Source: an optimization exercise on an open RTL-to-GDS flow (aim: small area, a short achievable clock period and few clock cycles per item). Production flows keep margins and buffers that such runs may drop. In this exercise RTL edits were held to simulation tests only and were not proved equivalent to the original.

===== design/flow/config.mk =====
export PLATFORM = sky130hd
export DESIGN_NAME = point_transform_2d_core
export DESIGN_NICKNAME = point_transform_2d_core
export VERILOG_FILES = /design/flow/design.v
export SDC_FILE = /design/flow/constraint.sdc
export NUM_CORES = 4
export LEC_CHECK = 0
export ABC_CLOCK_PERIOD_IN_PS = 3000
export CAP_MARGIN = 20
export CORE_MARGIN = 2
export CORE_UTILIZATION = 40
export SLEW_MARGIN = 20

===== design/flow/constraint.sdc =====
create_clock -name core_clock -period 14.0 [get_ports {aclk}]
set_input_delay 2.8000 -clock core_clock [delete_from_list [all_inputs] [get_ports {aclk}]]
set_output_delay 2.8000 -clock core_clock [all_outputs]
set_load 0.01 [all_outputs]

===== design/flow/design.v =====
package ptx_pkg;
    localparam int MODE_BITS      = 2;
    localparam int ANGLE_BITS     = 14;
    localparam int FACTOR_BITS    = 16;
    localparam int CFG_INDEX_BITS = 3;
    localparam logic [MODE_BITS-1:0] MODE_ROTATE    = 2'd0;
    localparam logic [MODE_BITS-1:0] MODE_TRANSLATE = 2'd1;
    localparam logic [MODE_BITS-1:0] MODE_SCALE     = 2'd2;
    localparam logic [MODE_BITS-1:0] MODE_PASS      = 2'd3;
    localparam logic [CFG_INDEX_BITS-1:0] REG_MODE     = 3'd0;
    localparam logic [CFG_INDEX_BITS-1:0] REG_PIVOT_X  = 3'd1;
    localparam logic [CFG_INDEX_BITS-1:0] REG_PIVOT_Y  = 3'd2;
    localparam logic [CFG_INDEX_BITS-1:0] REG_ANGLE    = 3'd3;
    localparam logic [CFG_INDEX_BITS-1:0] REG_OFFSET_X = 3'd4;
    localparam logic [CFG_INDEX_BITS-1:0] REG_OFFSET_Y = 3'd5;
    localparam logic [CFG_INDEX_BITS-1:0] REG_FACTOR_X = 3'd6;
    localparam logic [CFG_INDEX_BITS-1:0] REG_FACTOR_Y = 3'd7;
    localparam int ANG_FULL    = 5760;
    localparam int ANG_HALF    = 2880;
    localparam int ANG_QUARTER = 1440;
    localparam int ANGLE_SHIFT = 12;
    localparam int CORDIC_STAGES = 18;
    localparam int CORDIC_FRAC   = 30;
    localparam int ITER_BITS     = 5;
    localparam int XY_BITS       = 33;
    localparam int Z_BITS        = 28;
    localparam logic signed [XY_BITS-1:0] CORDIC_GAIN = 33'sd652032874;
    localparam int COEF_BITS  = 17;
    localparam int DIGITS     = 9;
    localparam int SUM_BITS   = 42;
endpackage
import ptx_pkg::*;
module ptx_trig (
    input  logic                                 aclk,
    input  logic                                 aresetn,
    input  logic                                 start,
    input  logic [ptx_pkg::ANGLE_BITS-1:0]       angle,
    output logic signed [16:0]                   sine,
    output logic signed [16:0]                   cosine,
    output logic                                 flip,
    output logic                                 busy
);
    localparam int TW    = 17;
    localparam int SHIFT = CORDIC_FRAC - 15;
    localparam int RW    = XY_BITS + 1;
    localparam logic signed [RW-1:0] ROUND_HALF =
        {{(RW-SHIFT){1'b0}}, 1'b1, {(SHIFT-1){1'b0}}};
    localparam logic signed [RW-1:0] ONE_R =
        {{(RW-15-1){1'b0}}, 1'b1, {15{1'b0}}};
    localparam logic signed [TW-1:0] ONE_T = {2'b01, {15{1'b0}}};
    localparam logic signed [XY_BITS-1:0] ONE_XY = XY_BITS'(1) <<< CORDIC_FRAC;
    logic active_reg;
    logic [ITER_BITS-1:0] iter_reg;
    logic [ANGLE_BITS-1:0] angle_reg;
    logic signed [TW-1:0] sine_reg, cosine_reg;
    logic signed [Z_BITS-1:0] z_first;
    logic signed [XY_BITS-1:0] x_reg, y_reg;
    logic signed [Z_BITS-1:0] z_reg;
    logic flip_reg;
    logic signed [ANGLE_BITS:0] ang_wide, ang_mod, ang_half, ang_fold;
    logic fold_flip;
    logic signed [Z_BITS-1:0] z_load, z_step, atan_val;
    logic signed [XY_BITS-1:0] x_shift, y_shift, x_step, y_step;
    function automatic logic signed [TW-1:0] trig_round(input logic signed [XY_BITS-1:0] v);
        logic signed [RW-1:0] w;
        logic signed [TW-1:0] r;
        w = ($signed({v[XY_BITS-1], v}) + ROUND_HALF) >>> SHIFT;
        if (w > ONE_R) begin
            r = ONE_T;
        end else if (w < -ONE_R) begin
            r = -ONE_T;
        end else begin
            r = w[TW-1:0];
        end
        trig_round = r;
    endfunction
    always_comb begin
        ang_wide = {angle_reg[ANGLE_BITS-1], angle_reg};
        if (ang_wide < -ANG_FULL) begin
            ang_mod = (ANGLE_BITS+1)'(ang_wide + 2 * ANG_FULL);
        end else if (ang_wide < 0) begin
            ang_mod = (ANGLE_BITS+1)'(ang_wide + ANG_FULL);
        end else if (ang_wide >= ANG_FULL) begin
            ang_mod = (ANGLE_BITS+1)'(ang_wide - ANG_FULL);
        end else begin
            ang_mod = ang_wide;
        end
        if (ang_mod >= ANG_HALF) begin
            ang_half = (ANGLE_BITS+1)'(ang_mod - ANG_FULL);
        end else begin
            ang_half = ang_mod;
        end
        fold_flip = 1'b0;
        if (ang_half > ANG_QUARTER) begin
            ang_fold  = (ANGLE_BITS+1)'(ang_half - ANG_HALF);
            fold_flip = 1'b1;
        end else if (ang_half < -ANG_QUARTER) begin
            ang_fold  = (ANGLE_BITS+1)'(ang_half + ANG_HALF);
            fold_flip = 1'b1;
        end else begin
            ang_fold = ang_half;
        end
        z_load = {{(Z_BITS-ANGLE_BITS-1-ANGLE_SHIFT){ang_fold[ANGLE_BITS]}}, ang_fold,
                  {ANGLE_SHIFT{1'b0}}};
        z_first = z_load[Z_BITS-1] ? z_load + Z_BITS'(2949120) : z_load - Z_BITS'(2949120);
    end
    always_comb begin
        case (iter_reg)
            5'd0:    atan_val = Z_BITS'(2949120);
            5'd1:    atan_val = Z_BITS'(1740968);
            5'd2:    atan_val = Z_BITS'(919880);
            5'd3:    atan_val = Z_BITS'(466945);
            5'd4:    atan_val = Z_BITS'(234378);
            5'd5:    atan_val = Z_BITS'(117303);
            5'd6:    atan_val = Z_BITS'(58666);
            5'd7:    atan_val = Z_BITS'(29335);
            5'd8:    atan_val = Z_BITS'(14668);
            5'd9:    atan_val = Z_BITS'(7334);
            5'd10:   atan_val = Z_BITS'(3667);
            5'd11:   atan_val = Z_BITS'(1833);
            5'd12:   atan_val = Z_BITS'(917);
            5'd13:   atan_val = Z_BITS'(458);
            5'd14:   atan_val = Z_BITS'(229);
            5'd15:   atan_val = Z_BITS'(115);
            5'd16:   atan_val = Z_BITS'(57);
            5'd17:   atan_val = Z_BITS'(29);
            default: atan_val = '0;
        endcase
    end
    always_comb begin
        x_shift = x_reg >>> iter_reg;
        y_shift = y_reg >>> iter_reg;
        if (!z_reg[Z_BITS-1]) begin
            x_step = x_reg - y_shift;
            y_step = y_reg + x_shift;
            z_step = z_reg - atan_val;
        end else begin
            x_step = x_reg + y_shift;
            y_step = y_reg - x_shift;
            z_step = z_reg + atan_val;
        end
    end
    always_ff @(posedge aclk) begin
        if (!aresetn) begin
            active_reg <= 1'b0;
            iter_reg   <= '0;
        end else if (start) begin
            active_reg <= 1'b1;
            iter_reg   <= '0;
        end else if (active_reg) begin
            iter_reg <= iter_reg + ITER_BITS'(1);
            if (iter_reg == ITER_BITS'(CORDIC_STAGES - 1)) begin
                active_reg <= 1'b0;
            end
        end
    end
    always_ff @(posedge aclk) begin
        if (start) begin
            angle_reg <= angle;
        end
    end
    always_ff @(posedge aclk) begin
        if (!aresetn) begin
            x_reg    <= ONE_XY;
            y_reg    <= '0;
            flip_reg <= 1'b0;
        end else if (active_reg) begin
            if (iter_reg == '0) begin
                x_reg    <= CORDIC_GAIN;
                y_reg    <= z_load[Z_BITS-1] ? -CORDIC_GAIN : CORDIC_GAIN;
                flip_reg <= fold_flip;
            end else begin
                x_reg <= x_step;
                y_reg <= y_step;
            end
        end
    end
    always_ff @(posedge aclk) begin
        if (active_reg) begin
            z_reg <= (iter_reg == '0) ? z_first : z_step;
        end
    end
    always_ff @(posedge aclk) begin
        sine_reg   <= trig_round(y_reg);
        cosine_reg <= trig_round(x_reg);
    end
    assign sine   = sine_reg;
    assign cosine = cosine_reg;
    assign flip   = flip_reg;
    assign busy   = active_reg;
endmodule
import ptx_pkg::*;
module ptx_mul_stage (
    input  logic                       aclk,
    input  logic                       aresetn,
    input  logic                       adv,
    input  logic                       in_load,
    input  logic signed [23:0]         in_x,
    input  logic signed [23:0]         in_y,
    input  logic signed [23:0]         px,       
    input  logic signed [23:0]         py,
    input  logic signed [24:0]         pd,       
    input  logic [3*DIGITS-1:0]        sel1,     
    input  logic [3*DIGITS-1:0]        sel2,
    input  logic [3*DIGITS-1:0]        sel3,
    input  logic signed [23:0]         bx,       
    input  logic signed [23:0]         by,
    input  logic                       scale,    
    output logic                       v2,
    output logic [SUM_BITS-1:0]        re_s,
    output logic [SUM_BITS-1:0]        re_c,
    output logic [SUM_BITS-1:0]        im_s,
    output logic [SUM_BITS-1:0]        im_c
);
    localparam int W = SUM_BITS;
    localparam logic [W-1:0] K26 = 42'h2aaac000000;    
    localparam logic [W-1:0] K25 = 42'h15556000000;    
    logic v0, v1;
    logic signed [23:0] x0, y0;
    logic signed [24:0] dx1, dy1;
    logic signed [25:0] w1;
    always_ff @(posedge aclk) begin
        if (!aresetn) begin
            v0 <= 1'b0;
            v1 <= 1'b0;
            v2 <= 1'b0;
        end else if (adv) begin
            v0 <= in_load;
            v1 <= v0;
            v2 <= v1;
        end
    end
    always_ff @(posedge aclk) begin
        if (adv) begin
            x0  <= in_x;
            y0  <= in_y;
            dx1 <= 25'(x0) - 25'(px);
            dy1 <= 25'(y0) - 25'(py);
            w1  <= 26'(x0) - 26'(y0) - 26'(pd);
        end
    end
    function automatic logic [W-1:0] pp_row(input logic [26:0] m, input int n,
                                            input logic [2:0] sel, input int j);
        logic [W-1:0] r;
        logic b;
        r = '0;
        for (int i = 0; i <= n; i++) begin
            b = ((sel[0] & m[i]) | (sel[1] & ((i == 0) ? 1'b0 : m[i-1]))) ^ sel[2];
            if (2*j + i < W) r[2*j + i] = (i == n) ? ~b : b;
        end
        pp_row = r;
    endfunction
    function automatic logic [2*W-1:0] csa(input logic [W-1:0] a, input logic [W-1:0] b,
                                           input logic [W-1:0] c);
        logic [W-1:0] s, cy;
        s  = a ^ b ^ c;
        cy = (a & b) | (a & c) | (b & c);
        csa = {cy[W-2:0], 1'b0, s};
    endfunction
    logic [26:0] mw, mx, my;
    logic [W-1:0] p1 [DIGITS], p2 [DIGITS], p3 [DIGITS];
    logic [W-1:0] n1, n2, n3, cx, cy_row;
    logic posx, posy;
    logic [W-1:0] a0, a1, a2, a3, a4, a5, b0, b1, b2, b3, c0, c1, d0, d1, k1s, k1c;
    logic [W-1:0] e0, e1, e2, e3, e4, e5, e6, e7, f0, f1, f2, f3, g0, g1, h0, h1;
    logic [W-1:0] i0, i1, j0, j1, rs, rc;
    logic [W-1:0] e8, e9, e10, e11, e12, e13, e14, e15, f4, f5, f6, f7, g2, g3, h2, h3;
    logic [W-1:0] i2, i3, j2, j3, is_, ic;
    always_comb begin
        mw = {w1[25], w1};
        mx = {{2{dx1[24]}}, dx1};
        my = {{2{dy1[24]}}, dy1};
        n1 = '0;
        n2 = '0;
        n3 = '0;
        for (int j = 0; j < DIGITS; j++) begin
            p1[j] = pp_row(mw, 26, sel1[3*j +: 3], j);
            p2[j] = pp_row(mx, 25, sel2[3*j +: 3], j);
            p3[j] = pp_row(my, 25, sel3[3*j +: 3], j);
            n1[2*j] = sel1[3*j+2];
            n2[2*j] = sel2[3*j+2];
            n3[2*j] = sel3[3*j+2];
        end
        posx = scale & ~dx1[24] & (|dx1);
        posy = scale & ~dy1[24] & (|dy1);
        if (scale) begin
            cx     = {{(W-32){bx[23]}}, bx, posx, {7{~posx}}};
            cy_row = {{(W-32){by[23]}}, by, posy, {7{~posy}}};
        end else begin
            cx     = {{(W-39){bx[23]}}, bx, 1'b1, 14'd0};
            cy_row = {{(W-39){by[23]}}, by, 1'b1, 14'd0};
        end
        {a1, a0} = csa(p1[0], p1[1], p1[2]);
        {a3, a2} = csa(p1[3], p1[4], p1[5]);
        {a5, a4} = csa(p1[6], p1[7], p1[8]);
        {b1, b0} = csa(a0, a1, a2);
        {b3, b2} = csa(a3, a4, a5);
        {c1, c0} = csa(b0, b1, b2);
        {d1, d0} = csa(c0, c1, b3);
        {k1c, k1s} = csa(d0, d1, n1 | K26);
        {e1, e0} = csa(p2[0], p2[1], p2[2]);
        {e3, e2} = csa(p2[3], p2[4], p2[5]);
        {e5, e4} = csa(p2[6], p2[7], p2[8]);
        {e7, e6} = csa(n2, K25, cx);
        {f1, f0} = csa(e0, e1, e2);
        {f3, f2} = csa(e3, e4, e5);
        {g1, g0} = csa(f0, f1, f2);
        {h1, h0} = csa(f3, e6, e7);
        {i1, i0} = csa(g0, g1, h0);
        {j1, j0} = csa(i0, i1, h1);
        {rc, rs} = csa(j0, j1, k1s);
        {e9, e8}   = csa(p3[0], p3[1], p3[2]);
        {e11, e10} = csa(p3[3], p3[4], p3[5]);
        {e13, e12} = csa(p3[6], p3[7], p3[8]);
        {e15, e14} = csa(n3, K25, cy_row);
        {f5, f4} = csa(e8, e9, e10);
        {f7, f6} = csa(e11, e12, e13);
        {g3, g2} = csa(f4, f5, f6);
        {h3, h2} = csa(f7, e14, e15);
        {i3, i2} = csa(g2, g3, h2);
        {j3, j2} = csa(i2, i3, h3);
        {ic, is_} = csa(j2, j3, k1s);
    end
    logic [W-1:0] re_s_n, re_c_n, im_s_n, im_c_n;
    always_comb begin
        {re_c_n, re_s_n} = csa(rs, rc, k1c);
        {im_c_n, im_s_n} = csa(is_, ic, k1c);
    end
    always_ff @(posedge aclk) begin
        if (adv) begin
            re_s <= re_s_n;
            re_c <= re_c_n;
            im_s <= im_s_n;
            im_c <= im_c_n;
        end
    end
endmodule
import ptx_pkg::*;
module ptx_out_stage (
    input  logic                  aclk,
    input  logic                  aresetn,
    input  logic                  v2,
    input  logic [SUM_BITS-1:0]   re_s,
    input  logic [SUM_BITS-1:0]   re_c,
    input  logic [SUM_BITS-1:0]   im_s,
    input  logic [SUM_BITS-1:0]   im_c,
    input  logic                  scale,
    output logic                  adv,
    output logic                  m_valid,
    input  logic                  m_ready,
    output logic signed [23:0]    m_out_x,
    output logic signed [23:0]    m_out_y,
    output logic                  m_clipped
);
    localparam int W = SUM_BITS;
    function automatic logic [24:0] sat_sel(input logic [W-1:0] s, input logic sc);
        logic ovf;
        logic [23:0] v;
        if (sc) begin
            ovf = !((&s[W-1:31]) || !(|s[W-1:31]));
            v   = s[31:8];
        end else begin
            ovf = !((&s[W-1:38]) || !(|s[W-1:38]));
            v   = s[38:15];
        end
        if (ovf) v = s[W-1] ? 24'h800000 : 24'h7fffff;
        sat_sel = {ovf, v};
    endfunction
    logic [W-1:0] re, im;
    logic [24:0] rx, ry;
    logic [48:0] res;
    assign re  = re_s + re_c;
    assign im  = im_s + im_c;
    assign rx  = sat_sel(re, scale);
    assign ry  = sat_sel(im, scale);
    assign res = {rx[24] | ry[24], ry[23:0], rx[23:0]};
    logic m_valid_reg, k_valid_reg, m_free;
    logic [48:0] m_reg, k_reg;
    assign adv    = !k_valid_reg;
    assign m_free = !m_valid_reg || m_ready;
    always_ff @(posedge aclk) begin
        if (!aresetn) begin
            m_valid_reg <= 1'b0;
            k_valid_reg <= 1'b0;
        end else if (k_valid_reg) begin
            if (m_free) begin
                m_valid_reg <= 1'b1;
                k_valid_reg <= 1'b0;
            end
        end else if (v2) begin
            if (m_free) begin
                m_valid_reg <= 1'b1;
            end else begin
                k_valid_reg <= 1'b1;
            end
        end else if (m_free) begin
            m_valid_reg <= 1'b0;
        end
    end
    always_ff @(posedge aclk) begin
        if (m_free) begin
            m_reg <= k_valid_reg ? k_reg : res;
        end
        if (!k_valid_reg) begin
            k_reg <= res;
        end
    end
    assign m_valid   = m_valid_reg;
    assign m_out_x   = m_reg[23:0];
    assign m_out_y   = m_reg[47:24];
    assign m_clipped = m_reg[48];
endmodule
import ptx_pkg::*;
module point_transform_2d_core #(
    parameter int COORD_BITS     = 24,
    parameter int TRIG_FRAC_BITS = 15
) (
    input  logic                                     aclk,
    input  logic                                     aresetn,
    input  logic                                     cfg_wr_en,
    input  logic [ptx_pkg::CFG_INDEX_BITS-1:0]       cfg_index,
    input  logic [((COORD_BITS > ptx_pkg::FACTOR_BITS) ? COORD_BITS
                   : ptx_pkg::FACTOR_BITS)-1:0]      cfg_wdata,
    input  logic                                     s_valid,
    output logic                                     s_ready,
    input  logic signed [COORD_BITS-1:0]             s_in_x,
    input  logic signed [COORD_BITS-1:0]             s_in_y,
    output logic                                     m_valid,
    input  logic                                     m_ready,
    output logic signed [COORD_BITS-1:0]             m_out_x,
    output logic signed [COORD_BITS-1:0]             m_out_y,
    output logic                                     m_clipped
);
    localparam int CB = COORD_BITS;
    logic [MODE_BITS-1:0] mode_reg;
    logic signed [CB-1:0] pivot_x_reg, pivot_y_reg, offset_x_reg, offset_y_reg;
    logic [FACTOR_BITS-1:0] factor_x_reg, factor_y_reg;
    logic angle_start, trig_busy, adv, in_load, v2, flip;
    logic signed [16:0] sine, cosine;
    logic [SUM_BITS-1:0] re_s, re_c, im_s, im_c;
    function automatic logic [FACTOR_BITS-1:0] abs_factor(input logic [FACTOR_BITS-1:0] f);
        abs_factor = f[FACTOR_BITS-1] ? FACTOR_BITS'(-f) : f;
    endfunction
    assign angle_start = cfg_wr_en && (cfg_index == REG_ANGLE);
    assign s_ready     = adv && !trig_busy;
    assign in_load     = s_valid && s_ready;
    always_ff @(posedge aclk) begin
        if (!aresetn) begin
            mode_reg     <= MODE_ROTATE;
            pivot_x_reg  <= '0;
            pivot_y_reg  <= '0;
            offset_x_reg <= '0;
            offset_y_reg <= '0;
            factor_x_reg <= FACTOR_BITS'(256);
            factor_y_reg <= FACTOR_BITS'(256);
        end else if (cfg_wr_en) begin
            case (cfg_index)
                REG_MODE:     mode_reg     <= cfg_wdata[MODE_BITS-1:0];
                REG_PIVOT_X:  pivot_x_reg  <= cfg_wdata[CB-1:0];
                REG_PIVOT_Y:  pivot_y_reg  <= cfg_wdata[CB-1:0];
                REG_OFFSET_X: offset_x_reg <= cfg_wdata[CB-1:0];
                REG_OFFSET_Y: offset_y_reg <= cfg_wdata[CB-1:0];
                REG_FACTOR_X: factor_x_reg <= cfg_wdata[FACTOR_BITS-1:0];
                REG_FACTOR_Y: factor_y_reg <= cfg_wdata[FACTOR_BITS-1:0];
                default: ;
            endcase
        end
    end
    ptx_trig u_trig (
        .aclk    (aclk),
        .aresetn (aresetn),
        .start   (angle_start),
        .angle   (cfg_wdata[ANGLE_BITS-1:0]),
        .sine    (sine),
        .cosine  (cosine),
        .flip    (flip),
        .busy    (trig_busy)
    );
    logic rot, scl, trn;
    logic signed [CB-1:0] px, py, bx, by;
    logic signed [COEF_BITS-1:0] a1, a2, a3;
    logic signed [COEF_BITS:0] cms, cps;
    logic nflip;
    logic [3*DIGITS-1:0] sel1_reg, sel2_reg, sel3_reg;
    logic signed [CB:0] pd_reg;
    function automatic logic [3*DIGITS-1:0] booth_sel(input logic [COEF_BITS-1:0] a,
                                                      input logic f);
        logic [COEF_BITS+1:0] e;
        logic [3*DIGITS-1:0] r;
        logic b2, b1, b0;
        e = {a[COEF_BITS-1], a, 1'b0};
        for (int j = 0; j < DIGITS; j++) begin
            b2 = e[2*j+2];
            b1 = e[2*j+1];
            b0 = e[2*j];
            r[3*j]   = b1 ^ b0;
            r[3*j+1] = (b2 & ~b1 & ~b0) | (~b2 & b1 & b0);
            r[3*j+2] = b2 ^ f;
        end
        booth_sel = r;
    endfunction
    always_comb begin
        rot = (mode_reg == MODE_ROTATE);
        scl = (mode_reg == MODE_SCALE);
        trn = (mode_reg == MODE_TRANSLATE);
        px  = trn ? ~offset_x_reg : pivot_x_reg;
        py  = trn ? ~offset_y_reg : pivot_y_reg;
        bx  = trn ? {CB{1'b1}} : pivot_x_reg;
        by  = trn ? {CB{1'b1}} : pivot_y_reg;
        cms = {cosine[16], cosine} - {sine[16], sine};
        cps = {cosine[16], cosine} + {sine[16], sine};
        a1  = rot ? sine : '0;
        a2  = rot ? cms[COEF_BITS-1:0] : scl ? {1'b0, abs_factor(factor_x_reg)} : COEF_BITS'(32768);
        a3  = rot ? cps[COEF_BITS-1:0] : scl ? {1'b0, abs_factor(factor_y_reg)} : COEF_BITS'(32768);
        nflip = rot & flip;
    end
    always_ff @(posedge aclk) begin
        sel1_reg <= booth_sel(a1, nflip);
        sel2_reg <= booth_sel(a2, nflip);
        sel3_reg <= booth_sel(a3, nflip);
        pd_reg   <= (CB+1)'(px) - (CB+1)'(py);
    end
    ptx_mul_stage u_mul_stage (
        .aclk    (aclk),
        .aresetn (aresetn),
        .adv     (adv),
        .in_load (in_load),
        .in_x    (s_in_x),
        .in_y    (s_in_y),
        .px      (px),
        .py      (py),
        .pd      (pd_reg),
        .sel1    (sel1_reg),
        .sel2    (sel2_reg),
        .sel3    (sel3_reg),
        .bx      (bx),
        .by      (by),
        .scale   (scl),
        .v2      (v2),
        .re_s    (re_s),
        .re_c    (re_c),
        .im_s    (im_s),
        .im_c    (im_c)
    );
    ptx_out_stage u_out_stage (
        .aclk      (aclk),
        .aresetn   (aresetn),
        .v2        (v2),
        .re_s      (re_s),
        .re_c      (re_c),
        .im_s      (im_s),
        .im_c      (im_c),
        .scale     (scl),
        .adv       (adv),
        .m_valid   (m_valid),
        .m_ready   (m_ready),
        .m_out_x   (m_out_x),
        .m_out_y   (m_out_y),
        .m_clipped (m_clipped)
    );
endmodule

===== design/flow/run.sh =====
#!/bin/bash
# synth_recipe.tcl (not shown) runs the flow's synth.tcl, then flattens the netlist and writes it again
# the make line also repeats each setting of config.mk as NAME=value (left out here)
make -C /OpenROAD-flow-scripts/flow DESIGN_CONFIG=/design/flow/config.mk WORK_HOME=/design/flow/orfs CLKGATE_MAP_FILE= SYNTH_SCRIPT=/design/flow/synth_recipe.tcl finish

==> summary.txt <==
-- stage by stage --
stage                     cells  setup WS [ps]  instance area [um^2]  util (%)
after floorplan            9396           4560                 85800         -
after global placement    11795           5810                 88900      41.8
after detailed placement  11795           5930                 88900      41.8
after CTS                 11977           5890                 92300      43.5
after global routing      11981           5260                 92400      43.5
final                     11984           5870                 92400      43.5
-- worst paths after layout --
check,depth (start not counted),from,slack [ps],end
max,31,u_trig.angle_reg[9]$_DFFE_PP_,5870,u_trig.z_reg[25]$_DFFE_PP_
min,1,u_out_stage.k_reg[23]$_DFF_P_,460,u_out_stage.k_reg[23]$_DFF_P_
max reg2reg,31,u_trig.angle_reg[9]$_DFFE_PP_,5870,u_trig.z_reg[25]$_DFFE_PP_
min reg2reg,1,u_out_stage.k_reg[23]$_DFF_P_,460,u_out_stage.k_reg[23]$_DFF_P_
-- routing by layer --
| layer | vias to the layer above | share of wire [%] | GRT usage [%] |
|---|---|---|---|
| met5 | - | 0.043 | 0 |
| met4 | 18 | 4.9 | 11.5 |
| met3 | 649 | 9.4 | 5.77 |
| met2 | 3508 | 45 | 41.0 |
| met1 | 34126 | 41 | 34.2 |
| li1 | 31293 | - | - |
-- kinds of logic (layout without fill, tap and decap cells) --
group           Yosys count  in the layout
compound gates         2179           2179
simple gates           1927           1927
buf+inv                1844           1605
fa+ha+maj              1349           1349
xor+xnor               1127           1127
flops                   791            791
mux                     179            179
other cells               0              6
-- Yosys cell counts (375+ instances only) --
cell type | number | area [um^2]
o21ai_0 | 440 | 2200
nand2_1 | 765 | 2870
clkbuf_1 | 545 | 2050
xnor2_1 | 739 | 6470
inv_1 | 1170 | 4390
a22oi_1 | 594 | 4460
dfxtp_1 | 416 | 8330
fa_1 | 764 | 15300
edfxtp_1 | 375 | 11300
xor2_1 | 388 | 3400
ha_1 | 585 | 7320
nor2_1 | 457 | 1720
-- area by class of cell --
| class | instances | area share, % |
|---|---|---|
| Clock inverter | 53 | 0.685 |
| Timing Repair Buffer | 240 | 2.33 |
| Inverter | 1183 | 4.81 |
| Multi-Input combinational cell | 6761 | 64.1 |
| Antenna cell | 6 | 0.0162 |
| Clock buffer | 129 | 3.04 |
| Tap cell | 2821 | 3.82 |
| Sequential cell | 791 | 21.2 |
-- worst max-delay path: cells and delay by family (launching register included) --
kind                       cells  cell delay, ps
buffers and inverters          2             250
and+or+nand+nor                6            1020
muxes                          1             300
AOI/OAI and AO/OA             16            3970
DFF                            1             590
adders and majority gates      4            1030
xor gates and xnor gates       2             670
-- placed cells by master (no fill, tap or decap), types with 27 or more instances in the layout --
master	instances
nor2b_1	49
clkdlybuf4s50_1	129
nand4_1	32
inv_1	1168
a31oi_1	74
fa_1	764
a21boi_0	155
a22oi_1	594
and2_1	57
o21bai_1	29
edfxtp_1	375
o31ai_1	47
o21a_1	55
ha_1	585
a211oi_1	37
nand3_1	96
nor3_1	139
nand2_1	762
mux4_2	99
nor4_1	33
buf_4	107
nand2b_1	90
a21o_1	85
nor2_1	452
or2_2	27
xor2_1	388
or3_1	56
o211ai_1	50
o21ai_0	440
mux2i_1	51
clkbuf_16	103
and3_1	59
xnor2_1	738
a21oi_1	350
dfxtp_1	399
==> summary.txt <==
wire length of the first global-routing pass around 430000 um; number of distinct library cells after synthesis 100; DR vias/cell about 5.8; Synth async-reset ratio 0%; routed wire length per instance between 20 and 25 um; top_reg_cell synth dfxtp_1; Rows around 170; WP data required about 14000 ps; largest net degree at the start of global routing around 120; final slew viol count 0; adder and majority gate portion of the synthesized area roughly a quarter; post-CTS sizing 0; post-synthesis simple-gate area fraction between 10% and 20%; run status no timing/DRC/antenna violations; final wirelength ~290000 um; Storage cell area 19600 um^2; CORE AREA roughly 210000 um^2; Yosys reg bits between 700 and 800; RSZ-0062 raised after global routing no; Final Setup Violations 0; synthesis-to-finish area growth 7.75%; critical path endpoint category register; fmax about 120 MHz; global route overflow 0; Remaining DRCs 0; largest family of logic cells by synthesized area adder cells; Mean Syn Cell Area roughly 9.1 um^2; hold_ws between 400 and 500 ps; number of global-route vias before repair ~69000; CP most frequent cell ha_1; setup bufs post-CTS 0; max-cap violations 0; Routed Antenna Nets 0; sequential area share after synthesis a little under a quarter; startpoint types register; fin crit share 58.1%; Post-CTS Hold Fix Bufs 0; gp weighted congestion around 0.97; Skew-Pair Late Insertion Delay approximately 820 ps; chip width about 470 um; crit path kind reg2reg; final net count 10502; H-tree depth 3; crit path time final 8130 ps; Worst EP arrival about 8600 ps; CP max stage cell edfxtp_1; share of cells above drive strength 1 roughly 5.6%; number of flops mapped to enable cells by yosys roughly 380; Root Buffer clkbuf_16; Crit path largest cell delay between 500 and 600 ps; worst-case clock buffer depth 3; Port Buf Inserts 130; CTS tree done; Setup Skew approximately 88 ps; initial antenna violation count 19; post-synthesis cell area around 86000 um^2; Die Y about 470 um; Gate Count Post-Synth 9396; synthesized net count 10825; mux share of post-synthesis cell area under 10%; routed vias roughly 70000; filler cell count 20432; Synth Area in Compound Gates 17.1%; footprint of the multi-input gates 59200 um^2; Ports 131; initial DRC count 7679; Max-slew headroom between 10% and 20%; clock-pin slew on the worst setup and hold paths 60 ps; setup TNS 0 ps; Worst Max-Slew Pin Slew 1220 ps; dpl hpwl approximately 220000 um; xor and xnor area share after synthesis 11.5%; clk sinks ~790; drt first pass iters 7; Total GRT Usage between 20% and 30%; Initial Util between 40% and 50%; die area approximately 220000 um^2; largest fanout on the critical path 12; endpoints failing hold 0; Num CTS Buffers 96; Syn. warnings 7; Hold Path Class reg2reg
Testbench counts, summed over its fixed seeds: cycles 16,223, items 14,130.

-- what the ideal ports hide --
How much do the figures lean on ideal ports? The routed layout below was timed once more, with nothing changed but the port constraints. Step 1: set_driving_cell puts a clkbuf_16 on aclk and a buf_2 on each other input, an assumption about the parent block. Step 2 also shifts input and output timing later by t, the mid clock arrival at the registers, as if the neighbouring blocks saw the same clock. Three values: ideal, step 1, step 2; two values: the first two.
t, ns: 0.860
setup WS [ns]: 5.868 / 5.868 / 5.868
worst setup path at the end: register to register
After both steps this run still meets setup and hold. The setup slack of this run moves by 0.000 ns with the drivers and by 0.000 ns with both steps.
